Context: an optimization exercise on an open-source flow, tuned for small area, a short achievable clock period and few clock cycles. The choices shown serve that exercise and are no tape-out recipe.
Where RTL was checked, it was by simulation tests only, not by an equivalence proof against the original.
Power is estimated from default activity; no workload was simulated.

Design text_char_scanner_core, start of the top module:
module text_char_scanner_core #(
    parameter int LINE_BITS   = 20,    
    parameter int COLUMN_BITS = 16,
    parameter int TAB_STOP    = 4
) (
    input  logic                       i_clk,
    input  logic                       i_rst_n,
    input  logic                       i_valid,
    input  logic [tcs_pkg::BYTE_W-1:0] i_byte,
    output logic                       o_ready,
    output logic                       o_valid,
    input  logic                       i_ready,
    output logic [1:0]                 o_kind,
    output logic [tcs_pkg::BYTE_W-1:0] o_char,
    output logic [tcs_pkg::LINE_W-1:0] o_line,
    output logic [tcs_pkg::COL_W-1:0]  o_col,
    output logic [2:0]                 o_code,
    output logic                       o_last
);
export LEC_CHECK = 0
export CAP_MARGIN = 20
export CORE_MARGIN = 2
export CORE_UTILIZATION = 40
export SLEW_MARGIN = 20
create_clock -name core_clock -period 4.0 [get_ports {i_clk}]
run.sh (not shown) runs the stock make flow with config.mk's settings and CLKGATE_MAP_FILE= SYNTH_SCRIPT=/design/flow/synth_recipe.tcl, a recipe that flattens the netlist after the stock synthesis.
The baseline went through all stages and came out clean.
Testbench counts at the start, summed over its fixed seeds: cycles 33,905.
Next try:
==> flow/flow/run.sh (new file) <==
#!/bin/bash
# Standard layout, with plain buf_1 cells as the port buffers.
set -euo pipefail
bash standard.sh BUFFER_PORTS_ARGS="-buffer_cell sky130_fd_sc_hd__buf_1" finish > make_finish.log 2>&1
==> flow/standard.sh (new file) <==
#!/bin/bash
# synth_recipe.tcl (not shown) runs the flow's synth.tcl, then flattens the netlist and writes it again
# the make line also repeats each setting of config.mk as NAME=value (left out here)
make -C /OpenROAD-flow-scripts/flow DESIGN_CONFIG=/design/flow/config.mk WORK_HOME=/design/flow/orfs CLKGATE_MAP_FILE= SYNTH_SCRIPT=/design/flow/synth_recipe.tcl "${@:-finish}"
--- a/flow/config.mk
+++ b/flow/config.mk
@@ -10,2 +10,3 @@
 export CORE_UTILIZATION = 40
+export SETUP_SLACK_MARGIN = 1.5
 export SLEW_MARGIN = 20
removed: flow/run.sh
=> The new run completed without violations; first-iteration DRC count came out higher by 57%; die area is unchanged; core utilization came out lower by 0.31 points; clock-buffer cell count does not change; sequential share of layout area came out higher by 0.24 points; wire length came out higher by 6.0%; total power came out lower by 0.81%; cell count came out higher by 5.0%.


text_char_scanner_core, a different RTL version from the one above (not shown whole).
Size: about 470 cells after synthesis, roughly 64 I/O pins.
Settings: LEC_CHECK=0, ABC_CLOCK_PERIOD_IN_PS=1200, CAP_MARGIN=20, CORE_MARGIN=2, CORE_UTILIZATION=40, CTS_BUF_LIST=sky130_fd_sc_hd__clkbuf_4 sky130_fd_sc_hd__clkbuf_8, GPL_TIMING_DRIVEN=0, SETUP_SLACK_MARGIN=1.85, SLEW_MARGIN=20; clock period 4.0 ns.
standard.sh (not shown) runs the stock make flow with config.mk's settings and CLKGATE_MAP_FILE= SYNTH_SCRIPT=/design/flow/synth_recipe.tcl, a recipe that flattens the netlist after the stock synthesis.
==> flow/flow/run.sh <==
#!/bin/bash
# Standard layout, with plain buf_1 cells as the port buffers and the
# synthesis adder-cell step left out (abc maps the incrementers as gates).
set -euo pipefail
bash standard.sh BUFFER_PORTS_ARGS="-buffer_cell sky130_fd_sc_hd__buf_1" ADDER_MAP_FILE= finish > make_finish.log 2>&1
The first run completed without violations.
Testbench counts at the start, summed over its fixed seeds: cycles 33,905.
Change:
Settings changed: ABC_AREA from default to 1, ABC_CLOCK_PERIOD_IN_PS 1200 to default, CORE_UTILIZATION 40 to 55, GPL_TIMING_DRIVEN 0 to default, SETUP_SLACK_MARGIN 1.85 to 1.8.
Cell area goes down by a little under a tenth.
Critical path depth goes up by 7.
Global-route usage goes up by 2.4 points.
Die area goes down by a quarter to a third.
Hold slack improves by 0.023 ns.
Core utilization goes up by 14 points.
Sequential share of layout area goes up by 3.2 points.
Change:
Settings changed: CORE_UTILIZATION 55 to 40, GPL_TIMING_DRIVEN from default to 0, SETUP_SLACK_MARGIN 1.8 to 1.75.
Total power drops by 1.3%.
Area after synthesis stays the same.
Maximum frequency is higher by 2.6%.
Core utilization drops by 17 points.
Setup slack is better by 0.054 ns.
Final area hardly moves.
Register-to-register slack gets better by 0.05 ns.
Change:
Settings changed: CTS_BUF_LIST sky130_fd_sc_hd__clkbuf_4 sky130_fd_sc_hd__clkbuf_8 to sky130_fd_sc_hd__clkbuf_2 sky130_fd_sc_hd__clkbuf_4, GPL_TIMING_DRIVEN 0 to default, SETUP_SLACK_MARGIN 1.75 to 1.8.
Result:
- The changed run produced a clean layout
- power shrinks by a few percent
- synthesized area is unchanged
- setup slack gains 0.0081 ns
- routed wire length shrinks slightly
- clock skew grows by 0.0045 ns
- register-to-register slack is about the same
- critical path depth grows by 2
- die area stays the same
- utilization barely changes
- design area barely changes
- clock-buffer cell count shrinks by 4


== v22 ==
text_char_scanner_core again, from the RTL that the note above started with.
Settings: LEC_CHECK=0, ABC_AREA=1, CAP_MARGIN=20, CORE_MARGIN=2, CORE_UTILIZATION=40, CTS_BUF_LIST=sky130_fd_sc_hd__clkbuf_4 sky130_fd_sc_hd__clkbuf_8, SETUP_SLACK_MARGIN=1.8, SLEW_MARGIN=20; clock period 4.0 ns.
Scripts as last shown in full above: flow/flow/run.sh
Testbench counts of v22, summed over its fixed seeds: cycles 33,905.
What v18 does differently from v22 at the input level:
- an added PLACE_DENSITY of 0.7
[summary]
A worst setup path startpoint of r_col[0]$_DFFE_PP_ is what v18 shows, while i_ready belongs to v22.
Utilization | v18 above v22
| static leakage | v18 vs v22 | worse |
Compared v22 against v18; clock buffer count from CTS within noise.
Sum of met2 wire segment lengths after detailed routing was lower in the run labelled v22.
On net count after synthesis, v18 tracks v22 almost exactly.
Against v22, v18 comes in 1.2 points higher on met2 demand-to-capacity share in global routing.
Taking v22 over v18, the total design power ratio works out to 0.929.
v18 against v22: final sum of negative setup slack has remained practically unchanged, layout buffer count excluding clock buffers has increased.
diff inputs: v18 => v53
- GPL_TIMING_DRIVEN: unset -> 0
- PLACE_DENSITY: 0.7 -> unset
- SETUP_SLACK_MARGIN: 1.8 -> 1.85
--- outcome ---
- v53 was carried through to the last stage, and its layout satisfied the timing, DRC and antenna checks.
- Compared with v18, v53 shows sequential share of layout area higher by 0.67 points.
- Post-route clock period utilization: v53 and v18 compared, lower one is v53
- First-pass GRT wire length in v53 is 1.8% higher than in v18
- v53 vs. v18: overall power after layout saw a decrease, final HPWL from detailed placement saw an increase, global-route usage saw an increase, global routing usage on met3 saw an increase, area added between synthesis and finish saw a decrease.
#### Input delta (v2 over v53)
- a change of SETUP_SLACK_MARGIN from 1.85 to 2.0
- a deleted GPL_TIMING_DRIVEN that had been 0
### Flow results
Summary of the comparison: power per cell area is lower in v2, relative to v53.
Of v2 and v53, the run reporting the higher largest fanout on the critical path was v53.
Compared with v53, in v2 setup slack fell 15 ps, time the worst path needs with I/O delays and setup rose 15 ps, non-clock buffer count rose about 28%, count of fill cells added during filler insertion fell 41.
The leakage power summed over all cells in v2 sits about 7% above the value recorded for v53.
The share of power burned in the clock network of v2 falls short of that of v53 by 2.5 points.
Going from v53 to v2, total power consumption of the routed design shrank by a few percent.
Higher cell depth of the worst setup path goes to v53 over v2.
As far as flip-flop and latch count goes, v2 and v53 are indistinguishable; the numbers are identical.


== v54 ==
Another version of the RTL of text_char_scanner_core (not shown whole).
Size in the first run: about 540 cells after synthesis, roughly 72 flip-flops, about 0.0042 sq mm of cells after synthesis.
==> flow/config.mk <==
export PLATFORM = sky130hd
export DESIGN_NAME = text_char_scanner_core
export DESIGN_NICKNAME = text_char_scanner_core
export VERILOG_FILES = /design/flow/design.v
export SDC_FILE = /design/flow/constraint.sdc
export NUM_CORES = 4
export LEC_CHECK = 0
export ABC_AREA = 1
export CAP_MARGIN = 20
export CORE_MARGIN = 2
export CORE_UTILIZATION = 40
export CTS_BUF_LIST = sky130_fd_sc_hd__clkbuf_4 sky130_fd_sc_hd__clkbuf_8
export GPL_TIMING_DRIVEN = 0
export SETUP_SLACK_MARGIN = 1.8
export SLEW_MARGIN = 20
==> flow/constraint.sdc <==
create_clock -name core_clock -period 4.0 [get_ports {i_clk}]
set_input_delay 0.8000 -clock core_clock [delete_from_list [all_inputs] [get_ports {i_clk}]]
set_output_delay 0.8000 -clock core_clock [all_outputs]
set_load 0.01 [all_outputs]
Scripts as last shown in full above: flow/flow/run.sh
v54 finished all stages; the layout is clean.
Relative to v54, the following input files were edited for v47:
- SETUP_SLACK_MARGIN changed from 1.8 to 1.85
Notes after the runs:
Both conditions hold for v47: the flow ran to the end and the final layout passed the timing, DRC and antenna checks.
Compared v47 vs v54, and sum of routed wire segments on met1 is up in v47.
Looking at v47 and v54, the global-route usage is a wash.
Area: v47 vs v54 -> v47 larger
The biggest fanout along the worst timing path of v47 is higher than that of v54.
On v47: total length of routed met2 wires is 7.0% higher than what v54 gave.
Re number of cells on the critical path: v47 and v54 aren't equal, and the higher value belongs to v47.
In v47 the routing usage on met2 turned out 1.4 points higher than in v54.
Global routing usage on met1, v47 and v54: larger value in v54
v47 vs v54 — area used by multi-input combinational logic climbed by a few percent
Re total wirelength of the detailed-routed design: v47 is about 4% up on v54.
v47 ended up with a higher net switching power of the design than v54 did.
## Diff of input files: v44 against v47
- changing SETUP_SLACK_MARGIN from 1.85 to 1.75
Results
Looking at worst setup path endpoint, the o_kind[1] result is from v44; the r_col[14] one comes from v47. The beginning of the critical path comes out r_col[0] in one run and r_st[1] in the other, namely in v47 and v44 respectively. Power dissipated in the clock network in v44 vs v47: up about 14%. Between v44 and v47, the number of buffers created by CTS figures differ only marginally. Changes observed in v44 relative to v47: internal power of the cells moved up; sequential share of layout area moved up.
Inputs modified between v44 and v56:
- SLEW_MARGIN: 20 -> 0
- SETUP_SLACK_MARGIN: 1.75 -> 1.8
- CAP_MARGIN: 20 -> 0
[summary]
Between v44 and v56, the utilization does not differ in any meaningful way.
Going from v44 to v56, sequential share of layout area stayed essentially flat; logic depth of the worst setup path including buffers stayed essentially flat.
As far as worst hold slack across all endpoints is concerned, v44 and v56 perform about the same.
The clock-net power on v44 is in line with that on v56.
Between v44 and v56, the post-route cell area figures differ only marginally.
Between v56 and v44, it is v56 whose via count of the first global-routing pass is higher, by 0.32%.
Setup slack in v56 is larger than in v44.
~same via-per-instance ratio in v44 and v56
Compared v44 against v56; power after layout within noise.
Compared v44 against v56; wire length after detailed routing within noise.
Function was not checked in any run of this note: the RTL went through the layout flow alone.

==> afterwards: timing with drivers on the ports <==
In the flow no input, the clock included, has a driving cell. The finished layouts below were timed again as built, in two steps.
Step 1: set_driving_cell puts a clkbuf_16 on i_clk and a buf_2 on each other input, an assumption about the parent block.
Step 2, shift: input delay + t, output delay - t, t = (earliest + latest rising clock arrival at the registers) / 2. This alone moves slack from input paths to output paths.
Three values: ideal ports, drivers, drivers and shift; two values: the first two.
run	t, ns	setup WS [ns]	hold WS [ns]
the first run of note 1	0.375	0.572 / 0.537 / 0.759	0.477 / 0.477 / 0.477
the second run of note 1	0.387	1.415 / 1.381 / 1.556	0.484 / 0.484 / 0.484
the first run of note 2	0.382	1.808 / 1.808 / 1.616	0.471 / 0.471 / 0.471
the second run of note 2	0.372	1.826 / 1.826 / 1.520	0.494 / 0.494 / 0.494
the third run of note 2	0.384	1.880 / 1.880 / 1.630	0.469 / 0.469 / 0.469
the fourth run of note 2	0.460	1.888 / 1.888 / 1.544	0.489 / 0.489 / 0.489
v22	0.385	1.901 / 1.911 / 1.526	0.482 / 0.482 / 0.482
v18	0.378	1.904 / 1.904 / 1.686	0.474 / 0.474 / 0.474
v53	0.388	1.994 / 1.993 / 1.683	0.480 / 0.480 / 0.480
v2	0.385	1.978 / 1.942 / 1.836	0.473 / 0.473 / 0.473
v54	0.378	1.916 / 1.882 / 1.598	0.466 / 0.466 / 0.466
v47	0.375	1.905 / 1.905 / 1.675	0.468 / 0.468 / 0.468
v44	0.382	1.880 / 1.846 / 1.597	0.465 / 0.465 / 0.465
v56	0.378	1.916 / 1.882 / 1.598	0.466 / 0.466 / 0.466
After both steps setup and hold are still met in every run listed. The setup slack of v22, which loses most, moves by +0.010 ns with the drivers and by -0.375 ns with both steps.
